This is an optimization exercise on Yosys and OpenROAD, whose aim is small area, a short achievable clock period and few clock cycles per item, not a production implementation. Where RTL was checked, it was by simulation tests only, not by an equivalence proof against the original.

Design float_mul_pipe, start of the top module:
module float_mul_pipe #(
  parameter int E_BIT = 8,
  parameter int F_BIT = 23,
  parameter int TAG_W = 4
) (
  input  logic                 clk,
  input  logic                 rst,
  input  logic                 in_valid,
  output logic                 in_ready,
  input  logic [E_BIT+F_BIT:0] in_a,
  input  logic [E_BIT+F_BIT:0] in_b,
  input  logic [TAG_W-1:0]     in_tag,
  output logic                 out_valid,
  input  logic                 out_ready,
  output logic [E_BIT+F_BIT:0] out_p,
  output logic [TAG_W-1:0]     out_tag,
  output logic [3:0]           out_flags
);
==> flow/config.mk <==
export PLATFORM = sky130hd
export DESIGN_NAME = float_mul_pipe
export DESIGN_NICKNAME = float_mul_pipe
export VERILOG_FILES = /design/flow/design.v
export SDC_FILE = /design/flow/constraint.sdc
export NUM_CORES = 4
export LEC_CHECK = 0
export CAP_MARGIN = 20
export CORE_MARGIN = 2
export CORE_UTILIZATION = 70
export CTS_BUF_LIST = sky130_fd_sc_hd__clkbuf_4 sky130_fd_sc_hd__clkbuf_8
export SETUP_SLACK_MARGIN = 4.0
export SLEW_MARGIN = 20
export SYNTH_HIERARCHICAL = 1
export SYNTH_MINIMUM_KEEP_SIZE = 0
==> flow/constraint.sdc <==
create_clock -name core_clock -period 8.0 [get_ports {clk}]
set_input_delay 1.6000 -clock core_clock [delete_from_list [all_inputs] [get_ports {clk}]]
set_output_delay 1.6000 -clock core_clock [all_outputs]
set_load 0.01 [all_outputs]
standard.sh (not shown) runs the stock make flow with config.mk's settings and CLKGATE_MAP_FILE= SYNTH_SCRIPT=/design/flow/synth_recipe.tcl, a recipe that flattens the netlist after the stock synthesis.
==> flow/flow/run.sh <==
#!/bin/bash
# The standard layout, with plain buf_1 cells (instead of the delay cells that
# buffer_ports picks by default) as the buffers on the input and output ports.
set -euo pipefail
bash standard.sh "BUFFER_PORTS_ARGS=-buffer_cell sky130_fd_sc_hd__buf_1" finish > flow_make.log 2>&1
Edit:
==> flow/run.sh (new file) <==
#!/bin/bash
# synth_recipe.tcl (not shown) runs the flow's synth.tcl, then flattens the netlist and writes it again
# the make line also repeats each setting of config.mk as NAME=value (left out here)
make -C /OpenROAD-flow-scripts/flow DESIGN_CONFIG=/design/flow/config.mk WORK_HOME=/design/flow/orfs CLKGATE_MAP_FILE= SYNTH_SCRIPT=/design/flow/synth_recipe.tcl finish
--- a/flow/config.mk
+++ b/flow/config.mk
@@ -10,3 +10,2 @@
 export CORE_UTILIZATION = 70
-export CTS_BUF_LIST = sky130_fd_sc_hd__clkbuf_4 sky130_fd_sc_hd__clkbuf_8
 export SETUP_SLACK_MARGIN = 4.0
removed: flow/flow/run.sh
removed: flow/standard.sh
The new run went through all stages and came out clean.
Final area is higher by 3.2%.
Cell count is lower by 0.96%.
Clock skew is lower by 0.018 ns.
Global-route usage is higher by 0.46 points.
Die area does not change.
No functional check of the RTL was part of any run of this note.

---

== before ==
float_mul_pipe, a different RTL version from the one above (not shown whole).
Size: roughly 2100 cells after synthesis, ~220 flip-flops, about 110 I/O pins, about 23000 sq um of cells after synthesis.
// float_mul_pipe
module float_mul_pipe #(
  parameter int E_BIT = 8,
  parameter int F_BIT = 23,
  parameter int TAG_W = 4
) (
  input  logic                 clk,
  input  logic                 rst,
  input  logic                 in_valid,
  output logic                 in_ready,
  input  logic [E_BIT+F_BIT:0] in_a,
  input  logic [E_BIT+F_BIT:0] in_b,
  input  logic [TAG_W-1:0]     in_tag,
  output logic                 out_valid,
  input  logic                 out_ready,
  output logic [E_BIT+F_BIT:0] out_p,
  output logic [TAG_W-1:0]     out_tag,
  output logic [3:0]           out_flags
);
export LEC_CHECK = 0
export CAP_MARGIN = 20
export CORE_MARGIN = 2
export CORE_UTILIZATION = 80
export CTS_BUF_LIST = sky130_fd_sc_hd__clkbuf_4 sky130_fd_sc_hd__clkbuf_8
export SETUP_SLACK_MARGIN = 4.4
export SLEW_MARGIN = 20
export SYNTH_HIERARCHICAL = 1
export SYNTH_MINIMUM_KEEP_SIZE = 0
create_clock -name core_clock -period 8.0 [get_ports {clk}]
==> flow/flow/run.sh <==
#!/bin/bash
# The standard layout, with plain buf_1 cells (instead of the delay cells that
# buffer_ports picks by default) as the buffers on the input and output ports.
set -euo pipefail
bash standard.sh "BUFFER_PORTS_ARGS=-buffer_cell sky130_fd_sc_hd__buf_1" finish > flow_make.log 2>&1
Status: before FAILED at global routing (tool error)
Testbench counts of before, summed over its fixed seeds: cycles 160,024, items 160,000.
[inputs] after vs before
-- flow/config.mk --
<<< before, line 8
export CAP_MARGIN = 20
export CORE_MARGIN = 2
export CORE_UTILIZATION = 80
export CTS_BUF_LIST = sky130_fd_sc_hd__clkbuf_4 sky130_fd_sc_hd__clkbuf_8
export SETUP_SLACK_MARGIN = 4.4
export SLEW_MARGIN = 20
export SYNTH_HIERARCHICAL = 1
>>> after, line 8
export CAP_MARGIN = 20
export CORE_MARGIN = 2
export CORE_UTILIZATION = 70
export CTS_BUF_LIST = sky130_fd_sc_hd__clkbuf_4 sky130_fd_sc_hd__clkbuf_8
export SETUP_SLACK_MARGIN = 4.0
export SLEW_MARGIN = 20
export SYNTH_HIERARCHICAL = 1
- On die extent in x: between before and after, it ends up higher for after.
- Vertical die dimension: after vs before up about 7%
- The final layout from after, which completed every stage, passed the timing, design-rule and antenna checks at the end of the flow.
- On synthesized-area fraction occupied by and/or/nand/nor cells, after tracks before almost exactly.
- When after is measured against before, its final HPWL from detailed placement turns out about 0.7% lower.
- before -> after: number of placed instances, taps included increased by a few percent
- Post-detailed-placement cell area: before vs after — no meaningful difference

-- afterwards: timing with drivers on the ports --
The results above use ideal ports. As a check the final layouts listed here were re-extracted and re-timed, cells and wires unchanged.
Step 1, drivers: a clkbuf_16 drives clk and a buf_2 each remaining input, both assumed.
Step 2 adds t to the input delays and takes it off the output delays; t is the mean of the earliest and latest rising clock arrival at the registers after step 1. Input paths then give back, and output paths get back, about the clock's delay inside the block.
Slacks: ideal ports / drivers / drivers and shift; pairs: ideal ports / drivers.
run	shift t [ns]	slack for setup (ns)	hold slack, ns	worst setup path after step 2
the first run of note 1	0.645	3.958 / 3.958 / 3.419	0.389 / 0.389 / 0.389	input to register
the second run of note 1	0.599	3.907 / 3.907 / 3.497	0.418 / 0.418 / 0.418	input to register
after	0.655	3.916 / 3.916 / 3.324	0.418 / 0.418 / 0.418	input to register
After both steps setup and hold are still met in every run listed. For after, which loses most, drivers alone change the setup slack by 0.000 ns; drivers and shift together by -0.592 ns.
